This is an optimization exercise on Yosys and OpenROAD, whose aim is a short achievable clock period and few clock cycles per item, not a production implementation. The RTL was checked by simulation tests, not by an equivalence proof against the original design. Power and IR drop assume default switching activity.

**config.mk**
```make
export PLATFORM = sky130hd
export DESIGN_NAME = triangle_strip_tessellator
export DESIGN_NICKNAME = triangle_strip_tessellator
export VERILOG_FILES = /design/flow/design.v
export SDC_FILE = /design/flow/constraint.sdc
export NUM_CORES = 4
export LEC_CHECK = 0
export CAP_MARGIN = 20
export CORE_MARGIN = 2
export CORE_UTILIZATION = 40
export SLEW_MARGIN = 20
```
**constraint.sdc**
```tcl
create_clock -name core_clock -period 5.5 [get_ports {clk}]
set_input_delay 1.1000 -clock core_clock [delete_from_list [all_inputs] [get_ports {clk}]]
set_output_delay 1.1000 -clock core_clock [all_outputs]
set_load 0.01 [all_outputs]
```
**design.v**
```verilog
package tst_pkg;
    localparam int MAX_STRIPS_DEF = 10;
    localparam int COORD_BITS_DEF = 16;
    localparam int VEC_BITS    = 48;
    localparam int STRIP_BITS  = 4;
    localparam int REM_BITS    = 4;
    localparam int LANES       = 3;
    localparam int LEG_LANES   = 6;
    localparam int QUEUE_DEPTH = 4;
    localparam int DIV_STEPS   = 4;
    localparam int SIDE_BITS_DEF = 6 * LANES * COORD_BITS_DEF;
    localparam int RES_BITS_DEF  = LEG_LANES * (COORD_BITS_DEF + REM_BITS + 1) + STRIP_BITS;
endpackage
import tst_pkg::*;
module tst_front
#(
    parameter int MAX_STRIPS = MAX_STRIPS_DEF,
    parameter int COORD_BITS = COORD_BITS_DEF
)
(
    input  logic                            clk,
    input  logic                            rst_n,
    input  logic                            start,
    output logic                            busy,
    input  logic [VEC_BITS-1:0]             corner_bottom_left,
    input  logic [VEC_BITS-1:0]             corner_bottom_right,
    input  logic [VEC_BITS-1:0]             corner_top,
    input  logic [VEC_BITS-1:0]             normal_left,
    input  logic [VEC_BITS-1:0]             normal_right,
    input  logic [VEC_BITS-1:0]             normal_top,
    input  logic                            cfg_wr_en,
    input  logic [STRIP_BITS-1:0]           cfg_wr_data,
    input  logic                            pop,
    output logic                            side_we,
    output logic [6*LANES*COORD_BITS-1:0]   side_wdata,
    output logic                            res_we,
    output logic [LEG_LANES*(COORD_BITS+REM_BITS+1)+STRIP_BITS-1:0] res_wdata
);
    localparam int CB    = COORD_BITS;
    localparam int VW    = LANES * CB;
    localparam int NST   = (CB + DIV_STEPS - 1) / DIV_STEPS;
    localparam int CNT_W = $clog2(QUEUE_DEPTH + 1);
    localparam int R_OFF = LEG_LANES * CB;
    localparam int S_OFF = R_OFF + LEG_LANES * REM_BITS;
    localparam int N_OFF = S_OFF + LEG_LANES;
    logic                  busy_reg, acc_reg, wr_en_reg;
    logic [STRIP_BITS-1:0] wr_data_reg, n_reg, n_sat;
    logic [CNT_W-1:0]      cnt_reg, cnt_next;
    logic                  accept;
    logic [VW-1:0]         bl_in, br_in, tp_in, nl_in, nr_in, nt_in;
    assign busy   = busy_reg;
    assign accept = start && !busy_reg;
    always_comb
    begin
        cnt_next = cnt_reg;
        if (accept && !pop)
            cnt_next = cnt_reg + CNT_W'(1);
        else if (pop && !accept)
            cnt_next = cnt_reg - CNT_W'(1);
    end
    always_ff @(posedge clk or negedge rst_n)
    begin
        if (!rst_n)
        begin
            busy_reg  <= 1'b0;
            acc_reg   <= 1'b0;
            wr_en_reg <= 1'b0;
            cnt_reg   <= '0;
        end
        else
        begin
            busy_reg  <= (cnt_next == CNT_W'(QUEUE_DEPTH));
            acc_reg   <= accept;
            wr_en_reg <= cfg_wr_en;
            cnt_reg   <= cnt_next;
        end
    end
    always_ff @(posedge clk)
    begin
        wr_data_reg <= cfg_wr_data;
        bl_in       <= corner_bottom_left[VW-1:0];
        br_in       <= corner_bottom_right[VW-1:0];
        tp_in       <= corner_top[VW-1:0];
        nl_in       <= normal_left[VW-1:0];
        nr_in       <= normal_right[VW-1:0];
        nt_in       <= normal_top[VW-1:0];
    end
    always_comb
    begin
        if (wr_data_reg == '0)
            n_sat = STRIP_BITS'(1);
        else if (wr_data_reg > STRIP_BITS'(MAX_STRIPS))
            n_sat = STRIP_BITS'(MAX_STRIPS);
        else
            n_sat = wr_data_reg;
    end
    always_ff @(posedge clk or negedge rst_n)
    begin
        if (!rst_n)
            n_reg <= STRIP_BITS'(1);
        else if (wr_en_reg)
            n_reg <= n_sat;
    end
    assign side_we    = acc_reg;
    assign side_wdata = {nt_in, nr_in, nl_in, tp_in, br_in, bl_in};
    logic [NST-1:0]                         v_st;
    logic [NST-1:0][STRIP_BITS-1:0]         n_st;
    logic [NST-1:0][LEG_LANES*CB-1:0]       w_st;
    logic [NST-1:0][LEG_LANES*REM_BITS-1:0] r_st;
    logic [NST-1:0][LEG_LANES-1:0]          s_st;
    logic [LEG_LANES-1:0][CB:0]             dp_reg;
    logic [LEG_LANES-1:0][CB-1:0]           dn_reg;
    always_ff @(posedge clk or negedge rst_n)
    begin
        if (!rst_n)
            v_st <= '0;
        else
            v_st <= {v_st[NST-2:0], acc_reg};
    end
    always_ff @(posedge clk)
        n_st[0] <= n_reg;
    for (genvar j = 0; j < LEG_LANES; j++)
    begin : g_sub
        localparam int LANE = j % LANES;
        logic [CB-1:0] base_lane, top_lane;
        assign base_lane = (j < LANES) ? bl_in[LANE*CB +: CB] : br_in[LANE*CB +: CB];
        assign top_lane  = tp_in[LANE*CB +: CB];
        always_ff @(posedge clk)
        begin
            dp_reg[j] <= {top_lane[CB-1], top_lane} - {base_lane[CB-1], base_lane};
            dn_reg[j] <= base_lane - top_lane;
        end
    end
    for (genvar s = 1; s <= NST; s++)
    begin : g_st
        localparam int K0 = (s - 1) * DIV_STEPS;
        localparam int K1 = (s * DIV_STEPS < CB) ? s * DIV_STEPS : CB;
        logic [STRIP_BITS-1:0]         n_in;
        logic [LEG_LANES*CB-1:0]       w_out;
        logic [LEG_LANES*REM_BITS-1:0] r_out;
        logic [LEG_LANES-1:0]          s_in;
        assign n_in = n_st[s-1];
        for (genvar j = 0; j < LEG_LANES; j++)
        begin : g_l
            logic [CB-1:0]       w_in, w;
            logic [REM_BITS-1:0] r_in, r;
            logic [REM_BITS:0]   trial;
            logic                fits;
            if (s == 1)
            begin : g_first
                assign s_in[j] = dp_reg[j][CB];
                assign w_in    = dp_reg[j][CB] ? dn_reg[j] : dp_reg[j][CB-1:0];
                assign r_in    = '0;
            end
            else
            begin : g_next
                assign s_in[j] = s_st[s-1][j];
                assign w_in    = w_st[s-1][j*CB +: CB];
                assign r_in    = r_st[s-1][j*REM_BITS +: REM_BITS];
            end
            always_comb
            begin
                w     = w_in;
                r     = r_in;
                trial = '0;
                fits  = 1'b0;
                for (int k = K0; k < K1; k++)
                begin
                    trial = {r, w[CB-1]};
                    fits  = (trial >= {1'b0, n_in});
                    r     = fits ? REM_BITS'(trial - {1'b0, n_in}) : trial[REM_BITS-1:0];
                    w     = {w[CB-2:0], fits};
                end
            end
            assign w_out[j*CB +: CB]             = w;
            assign r_out[j*REM_BITS +: REM_BITS] = r;
        end
        if (s < NST)
        begin : g_reg
            always_ff @(posedge clk)
            begin
                n_st[s] <= n_in;
                w_st[s] <= w_out;
                r_st[s] <= r_out;
                s_st[s] <= s_in;
            end
        end
        else
        begin : g_out
            assign res_we = v_st[NST-1];
            for (genvar j = 0; j < LEG_LANES; j++)
            begin : g_q
                assign res_wdata[j*CB +: CB] = w_out[j*CB +: CB] ^ {CB{s_in[j]}};
            end
            assign res_wdata[R_OFF +: LEG_LANES*REM_BITS] = r_out;
            assign res_wdata[S_OFF +: LEG_LANES]          = s_in;
            assign res_wdata[N_OFF +: STRIP_BITS]         = n_in;
        end
    end
endmodule
import tst_pkg::*;
module tst_queue
#(
    parameter int SIDE_W = SIDE_BITS_DEF,
    parameter int RES_W  = RES_BITS_DEF
)
(
    input  logic              clk,
    input  logic              rst_n,
    input  logic              side_we,
    input  logic [SIDE_W-1:0] side_wdata,
    input  logic              res_we,
    input  logic [RES_W-1:0]  res_wdata,
    input  logic              pop,
    output logic [SIDE_W-1:0] side_rdata,
    output logic [RES_W-1:0]  res_rdata,
    output logic              res_avail
);
    localparam int D     = QUEUE_DEPTH;
    localparam int CNT_W = $clog2(D + 1);
    logic [D-1:0][SIDE_W-1:0] side_reg;
    logic [D-1:0][RES_W-1:0]  res_reg;
    logic [D-1:0]      side_wp_reg, res_wp_reg, rp_reg;
    logic [CNT_W-1:0]  res_cnt_reg, res_cnt_next;
    logic              avail_reg;
    assign res_avail = avail_reg;
    always_comb
    begin
        res_cnt_next = res_cnt_reg;
        if (res_we && !pop)
            res_cnt_next = res_cnt_reg + CNT_W'(1);
        else if (pop && !res_we)
            res_cnt_next = res_cnt_reg - CNT_W'(1);
    end
    always_ff @(posedge clk or negedge rst_n)
    begin
        if (!rst_n)
        begin
            side_wp_reg <= D'(1);
            res_wp_reg  <= D'(1);
            rp_reg      <= D'(1);
            res_cnt_reg <= '0;
            avail_reg   <= 1'b0;
        end
        else
        begin
            if (side_we)
                side_wp_reg <= {side_wp_reg[D-2:0], side_wp_reg[D-1]};
            if (res_we)
                res_wp_reg <= {res_wp_reg[D-2:0], res_wp_reg[D-1]};
            if (pop)
                rp_reg <= {rp_reg[D-2:0], rp_reg[D-1]};
            res_cnt_reg <= res_cnt_next;
            avail_reg   <= (res_cnt_next != '0);
        end
    end
    for (genvar i = 0; i < D; i++)
    begin : g_entry
        always_ff @(posedge clk)
        begin
            if (side_we && side_wp_reg[i])
                side_reg[i] <= side_wdata;
            if (res_we && res_wp_reg[i])
                res_reg[i] <= res_wdata;
        end
    end
    always_comb
    begin
        side_rdata = '0;
        res_rdata  = '0;
        for (int i = 0; i < D; i++)
        begin
            side_rdata = side_rdata | (side_reg[i] & {SIDE_W{rp_reg[i]}});
            res_rdata  = res_rdata  | (res_reg[i]  & {RES_W{rp_reg[i]}});
        end
    end
endmodule
import tst_pkg::*;
module tst_back
#(
    parameter int COORD_BITS = COORD_BITS_DEF
)
(
    input  logic                            clk,
    input  logic                            rst_n,
    input  logic                            res_avail,
    input  logic [6*LANES*COORD_BITS-1:0]   side_rdata,
    input  logic [LEG_LANES*(COORD_BITS+REM_BITS+1)+STRIP_BITS-1:0] res_rdata,
    output logic                            pop,
    output logic                            vertex_valid,
    output logic [VEC_BITS-1:0]             vertex_position,
    output logic [VEC_BITS-1:0]             vertex_normal,
    output logic                            last_vertex
);
    localparam int CB    = COORD_BITS;
    localparam int VW    = LANES * CB;
    localparam int R_OFF = LEG_LANES * CB;
    localparam int S_OFF = R_OFF + LEG_LANES * REM_BITS;
    localparam int N_OFF = S_OFF + LEG_LANES;
    logic                  active_reg, strip_reg, first_reg;
    logic [5:0]            slot_reg;
    logic [STRIP_BITS-1:0] left_reg, n_reg, job_n;
    logic                  last, load, adv, step;
    logic [VW-1:0]         tp_reg, nl_reg, nr_reg, nt_reg;
    logic [VW-1:0]         l_cur, r_cur, l_nxt, r_nxt;
    logic [VW-1:0]         pos_sel, nrm_sel;
    logic                  vertex_valid_reg, last_vertex_reg;
    logic [VEC_BITS-1:0]   vertex_position_reg, vertex_normal_reg;
    assign job_n = res_rdata[N_OFF +: STRIP_BITS];
    assign last  = active_reg && !strip_reg && slot_reg[2];
    assign load  = (!active_reg || last) && res_avail;
    assign pop   = load;
    assign adv   = active_reg && strip_reg && slot_reg[5];
    assign step  = adv || (first_reg && slot_reg[1]);
    always_ff @(posedge clk or negedge rst_n)
    begin
        if (!rst_n)
        begin
            active_reg <= 1'b0;
            strip_reg  <= 1'b0;
            first_reg  <= 1'b0;
            slot_reg   <= 6'd1;
            left_reg   <= '0;
        end
        else if (load)
        begin
            active_reg <= 1'b1;
            strip_reg  <= (job_n > STRIP_BITS'(1));
            first_reg  <= 1'b1;
            slot_reg   <= 6'd1;
            left_reg   <= job_n - STRIP_BITS'(1);
        end
        else
        begin
            if (slot_reg[1])
                first_reg <= 1'b0;
            if (last)
            begin
                active_reg <= 1'b0;
                slot_reg   <= 6'd1;
            end
            else if (adv)
            begin
                slot_reg <= 6'd1;
                left_reg <= left_reg - STRIP_BITS'(1);
                if (left_reg == STRIP_BITS'(1))
                    strip_reg <= 1'b0;
            end
            else if (active_reg)
                slot_reg <= {slot_reg[4:0], 1'b0};
        end
    end
    always_ff @(posedge clk)
    begin
        if (load)
        begin
            tp_reg <= side_rdata[2*VW +: VW];
            nl_reg <= side_rdata[3*VW +: VW];
            nr_reg <= side_rdata[4*VW +: VW];
            nt_reg <= side_rdata[5*VW +: VW];
            n_reg  <= job_n;
        end
    end
    for (genvar j = 0; j < LEG_LANES; j++)
    begin : g_leg
        localparam int LANE = j % LANES;
        logic [CB-1:0]       cur_reg, nxt_reg, step_q_reg;
        logic [REM_BITS-1:0] step_r_reg, rem_reg, rem_nxt_reg;
        logic                sg_reg, wrap_reg;
        logic [REM_BITS:0]   sum_r;
        logic [CB-1:0]       base_lane;
        assign base_lane = (j < LANES) ? side_rdata[0*VW + LANE*CB +: CB]
                                       : side_rdata[1*VW + LANE*CB +: CB];
        assign sum_r     = {1'b0, rem_reg} + {1'b0, step_r_reg};
        always_ff @(posedge clk)
        begin
            wrap_reg    <= (sum_r >= {1'b0, n_reg});
            rem_nxt_reg <= (sum_r >= {1'b0, n_reg}) ? REM_BITS'(sum_r - {1'b0, n_reg})
                                                    : sum_r[REM_BITS-1:0];
            if (load)
            begin
                cur_reg    <= base_lane;
                nxt_reg    <= base_lane;
                rem_reg    <= '0;
                step_q_reg <= res_rdata[j*CB +: CB];
                step_r_reg <= res_rdata[R_OFF + j*REM_BITS +: REM_BITS];
                sg_reg     <= res_rdata[S_OFF + j];
            end
            else if (step)
            begin
                nxt_reg <= nxt_reg + step_q_reg + CB'(sg_reg ^ wrap_reg);
                rem_reg <= rem_nxt_reg;
                if (adv)
                    cur_reg <= nxt_reg;
            end
        end
        if (j < LANES)
        begin : g_left
            assign l_cur[LANE*CB +: CB] = cur_reg;
            assign l_nxt[LANE*CB +: CB] = nxt_reg;
        end
        else
        begin : g_right
            assign r_cur[LANE*CB +: CB] = cur_reg;
            assign r_nxt[LANE*CB +: CB] = nxt_reg;
        end
    end
    logic sel_lc, sel_rc, sel_rn, sel_ln, sel_tp, sel_nl, sel_nr, sel_nt;
    assign sel_lc = slot_reg[0] || slot_reg[3];
    assign sel_rc = slot_reg[1];
    assign sel_rn = (strip_reg && slot_reg[2]) || slot_reg[4];
    assign sel_ln = slot_reg[5];
    assign sel_tp = !strip_reg && slot_reg[2];
    assign sel_nl = slot_reg[0] || slot_reg[3] || slot_reg[5];
    assign sel_nr = slot_reg[1] || (strip_reg && slot_reg[2]) || slot_reg[4];
    assign sel_nt = !strip_reg && slot_reg[2];
    assign pos_sel = (l_cur  & {VW{sel_lc}}) | (r_cur & {VW{sel_rc}}) | (r_nxt & {VW{sel_rn}})
                   | (l_nxt  & {VW{sel_ln}}) | (tp_reg & {VW{sel_tp}});
    assign nrm_sel = (nl_reg & {VW{sel_nl}}) | (nr_reg & {VW{sel_nr}}) | (nt_reg & {VW{sel_nt}});
    always_ff @(posedge clk or negedge rst_n)
    begin
        if (!rst_n)
        begin
            vertex_valid_reg <= 1'b0;
            last_vertex_reg  <= 1'b0;
        end
        else
        begin
            vertex_valid_reg <= active_reg;
            last_vertex_reg  <= last;
        end
    end
    always_ff @(posedge clk)
    begin
        vertex_position_reg <= VEC_BITS'(pos_sel);
        vertex_normal_reg   <= VEC_BITS'(nrm_sel);
    end
    assign vertex_valid    = vertex_valid_reg;
    assign last_vertex     = last_vertex_reg;
    assign vertex_position = vertex_position_reg;
    assign vertex_normal   = vertex_normal_reg;
endmodule
import tst_pkg::*;
module triangle_strip_tessellator
#(
    parameter int MAX_STRIPS = MAX_STRIPS_DEF,
    parameter int COORD_BITS = COORD_BITS_DEF
)
(
    input  logic                  clk,
    input  logic                  rst_n,
    input  logic                  start,
    output logic                  busy,
    input  logic [VEC_BITS-1:0]   corner_bottom_left,
    input  logic [VEC_BITS-1:0]   corner_bottom_right,
    input  logic [VEC_BITS-1:0]   corner_top,
    input  logic [VEC_BITS-1:0]   normal_left,
    input  logic [VEC_BITS-1:0]   normal_right,
    input  logic [VEC_BITS-1:0]   normal_top,
    input  logic                  cfg_wr_en,
    input  logic [STRIP_BITS-1:0] cfg_wr_data,
    output logic                  vertex_valid,
    output logic [VEC_BITS-1:0]   vertex_position,
    output logic [VEC_BITS-1:0]   vertex_normal,
    output logic                  last_vertex
);
    localparam int SIDE_W = 6 * LANES * COORD_BITS;
    localparam int RES_W  = LEG_LANES * (COORD_BITS + REM_BITS + 1) + STRIP_BITS;
    logic              side_we, res_we, pop, res_avail;
    logic [SIDE_W-1:0] side_wdata, side_rdata;
    logic [RES_W-1:0]  res_wdata, res_rdata;
    tst_front #(
        .MAX_STRIPS (MAX_STRIPS),
        .COORD_BITS (COORD_BITS)
    ) u_front (
        .clk                 (clk),
        .rst_n               (rst_n),
        .start               (start),
        .busy                (busy),
        .corner_bottom_left  (corner_bottom_left),
        .corner_bottom_right (corner_bottom_right),
        .corner_top          (corner_top),
        .normal_left         (normal_left),
        .normal_right        (normal_right),
        .normal_top          (normal_top),
        .cfg_wr_en           (cfg_wr_en),
        .cfg_wr_data         (cfg_wr_data),
        .pop                 (pop),
        .side_we             (side_we),
        .side_wdata          (side_wdata),
        .res_we              (res_we),
        .res_wdata           (res_wdata)
    );
    tst_queue #(
        .SIDE_W (SIDE_W),
        .RES_W  (RES_W)
    ) u_queue (
        .clk        (clk),
        .rst_n      (rst_n),
        .side_we    (side_we),
        .side_wdata (side_wdata),
        .res_we     (res_we),
        .res_wdata  (res_wdata),
        .pop        (pop),
        .side_rdata (side_rdata),
        .res_rdata  (res_rdata),
        .res_avail  (res_avail)
    );
    tst_back #(
        .COORD_BITS (COORD_BITS)
    ) u_back (
        .clk             (clk),
        .rst_n           (rst_n),
        .res_avail       (res_avail),
        .side_rdata      (side_rdata),
        .res_rdata       (res_rdata),
        .pop             (pop),
        .vertex_valid    (vertex_valid),
        .vertex_position (vertex_position),
        .vertex_normal   (vertex_normal),
        .last_vertex     (last_vertex)
    );
endmodule
```
**run.sh**
```bash
#!/bin/bash
# synth_recipe.tcl (not shown) runs the flow's synth.tcl, then flattens the netlist and writes it again
# the make line also repeats each setting of config.mk as NAME=value (left out here)
make -C /OpenROAD-flow-scripts/flow DESIGN_CONFIG=/design/flow/config.mk WORK_HOME=/design/flow/orfs CLKGATE_MAP_FILE= SYNTH_SCRIPT=/design/flow/synth_recipe.tcl finish
```
==> impl_metrics.toml <==
[global_routing]
first_global_vias = 85080
grt.overflow.total = 0
antenna_found_initial = 38
grt_max_degree = 104
grt_pass1_wl_mm = 537.2
grt_util_all_layers_pct = 20.86

[setup_path]
critPathMaxFanout = 4
worstSetupEndpointType = "flop"
crit_buf_inv = 3
rrSetupSlack_ns = -0.63
path_class = "reg -> reg"
cp.arrival_ns = 6.79
worst_setup_path_start_kind = "flop"
crit_slowest_cell = "or4_4"
rr_endpoint = "u_queue.res_reg[378]"
worstReg2RegStart = "u_front.n_st[13]"
reg2regPathDepth = 27
path_delay_family = "compound AO/OA/AOI/OAI gates"
cp_slowest_stage_delay_ns = 0.59
cp.required_ns = 6.16

[floorplanning]
dieWidth_um = 582.6
ioPinCount = 395
die_area_mm2 = 0.3394
start_util_pct = 40.16
die_h_um = 582.6
core_area_mm2 = 0.3334
rows = 212

[timing]
worst_pin_slew_ns = 1.078
rsz0062_at_grt = "true"
drv_slew = 0
skew_ns = 0.05746
tns_ns = -40.63
period_share_pct = 111.5
finalHoldViolCount = 0
setup_ws_ns = -0.6315
slew_headroom_pct = 27.37
finalSetupViolations = 133
post-route-min-period_ns = 6.132
whs_ns = 0.2617
max_freq_ghz = 0.1631

[logic_synthesis]
ys_seq_area_share_pct = 65.23
syn_inst = 9737
yosysTopAreaCell = "edfxtp_1"
yosysMostFrequentCell = "edfxtp_1"
syn-cell-area_mm2 = 0.1339
synth_edf_count = 2186
synth_seq_cells = 3259
syn-num-nets = 10860
synthArstFlopShare_pct = 1.381
netlist_top_cells_area = "edfxtp_1 49%, dfxtp_1 15%, ha_1 6.5%"
synth_top_area_share_pct = 49.02
synth.avg_cell_area_um2 = 13.75
ys_top_cells_by_count = "2186 x edfxtp_1, 1028 x dfxtp_1, 760 x a22oi_1"
synthFlopType = "edfxtp_1"
synth_cell_type_count = 81
synth.yosys.warnings = 3

[layout]
finish.utilization_pct = 49.57
fin_cells = 15720
drive_above_1_share_pct = 20.49
nNetsFinal = 12150
stdcell_area_mm2 = 0.1653
area_growth_pct = 23.42
largest_register_ffs = 1152

[placed_design]
dpl.hpwl_mm = 242.7
pre_cts_ws_ns = -0.7864
routabilityCongestion = 0.8769
port_buffers = 394
dp_cells = 14840
placed_cell_area_mm2 = 0.1479

[clock_tree]
cts_sinks = 3259
cts_buffer_depth = 4
htreeDepth = 5
clkTransAtPathRegs_ns = 0.06
cts_buffers = 341
cts_tree = "built"
root_buffer = "clkbuf_16"
insertion_delay_ns = 0.93

[detailed_routing]
wl_mm = 371.3
vias = 85030
drtPass1Iterations = 8
drc = 0
ant_nets = 0
drtIter0Drc = 7187
viasPerCell = 5.410
detail_route.wl_per_cell_um = 23.62

[worst_hold_path]
hold_path.class = "in -> async"

[pwr]
vdd_drop_max_mv = 0.6093
powerDensity_mw_per_mm2 = 710.5
p_leak_nw = 63.30
total_power_mw = 117.4

[status]
outcome = "failed layout checks"
check.faults = "setup timing"

[job]
maxCapViolations = 0
where the power goes:
group          switching, mW  total (mW)  internal (mW)
Combinational           27.9        59.8           31.8
Sequential              1.96        34.3           32.3
Clock                   9.75        23.3           13.6
Total                   39.7         117           77.8
final cells by class:
type | instances | area (um2)
flip-flops and latches | 3259 | 87410
clock buffers | 456 | 9582
multi-input cells | 5560 | 47020
well taps | 4387 | 5489
repair buffers | 1318 | 11770
clock inverters | 181 | 1891
fillers | 27880 | 168200
inverters | 551 | 2093
diodes | 5 | 12.51
cells in the final DEF (no fill, tap or decap), types with 51 or more instances in the layout:
cell	synthesis	routed
dfxtp_1	1028	1008
nand2b_1	59	56
nor2_1	312	295
a22oi_1	760	760
inv_1	550	508
a31oi_1	66	66
buf_4	0	834
a222oi_1	96	96
edfxtp_1	2186	2186
mux2i_2	0	54
clkinv_2	0	63
a21oi_1	378	306
clkdlybuf4s50_1	0	393
mux2i_1	161	83
mux2_2	242	184
clkbuf_16	0	357
o21ai_0	240	183
nor2b_1	100	75
o21a_1	89	89
a21o_1	201	200
nand3_1	138	126
buf_12	0	54
nor3_1	83	77
xnor2_1	246	245
fa_1	126	126
mux2_4	2	60
clkbuf_1	333	68
ha_1	698	556
nand2_1	689	665
o211ai_1	51	51
ha_4	0	138
a21oi_2	0	64
xor2_1	235	229
how the worst max path moves through the flow:
stage	startpoint	endpoint	slack [ns]	cells after the start
after floorplan	u_front.acc_reg	u_queue.side_reg[576]	-2.28	2
final	u_front.n_st[13]	u_queue.res_reg[378]	-0.63	27
after CTS	u_front.n_st[13]	u_queue.res_reg[365]	-0.65	32
after global placement	u_front.n_st[14]	u_queue.res_reg[118]	-0.78	28
after global routing	u_front.n_st[13]	u_queue.res_reg[495]	-0.90	32
after detailed placement	u_front.n_st[14]	u_queue.res_reg[118]	-0.79	28
what timing repair did:
action	4_1_cts	5_1_grt
setup buffers	38	198
setup endpoints to repair	210	210
cloned	0	3
resized for setup	102	670
pin swaps	37	275
hold buffers	0	0
metal layers:
layer / share of wire [%] / GRT usage [%] / up-vias / wire [um]
met5: 0.0038 / 0 / - / 14
met4: 2.6 / 5.765 / 2 / 9769
met3: 6.3 / 2.933 / 501 / 23460
met2: 47 / 33.68 / 2736 / 174000
met1: 44 / 29.36 / 42770 / 164100
li1: - / - / 39020 / -
cells by family (layout without fill, tap and decap cells):
logic type                 after synthesis  in the layout  share of synthesized area [%]
DFF                                   3259           3259                          65.23
AOI/OAI and AO/OA                     2224           2224                          11.76
and+or+nand+nor                       1625           1625                          5.603
buffers and inverters                  918           2506                          2.582
adders and majority gates              825            825                          8.413
xor gates and xnor gates               481            481                          3.146
muxes                                  405            405                          3.261
other                                    0              5                              0
Testbench counts, summed over its fixed seeds: cycles 9,916, vertices 9,852.

==> port drivers added, routing unchanged <==
The results above use ideal ports. As a check the final layout listed here was re-extracted and re-timed, cells and wires unchanged.
Step 1 (the two cells are an assumption about what drives the block):
set clk [get_ports {clk}]
set_driving_cell -lib_cell sky130_fd_sc_hd__clkbuf_16 $clk
set_driving_cell -lib_cell sky130_fd_sc_hd__buf_2 [delete_from_list [all_inputs] $clk]
Step 2 adds t to the input delays and takes it off the output delays; t is the mean of the earliest and latest rising clock arrival at the registers after step 1. Input paths then give back, and output paths get back, about the clock's delay inside the block.
Slacks: ideal ports / drivers / drivers and shift; pairs: ideal ports / drivers.
shift t [ns]: 1.010
setup WS [ns]: -0.632 / -0.632 / -0.632
latest minus earliest clock arrival (ns): 0.064 / 0.064
pins driven straight from the clock port: 1
The setup slack of this run moves by 0.000 ns with the drivers and by 0.000 ns with both steps.
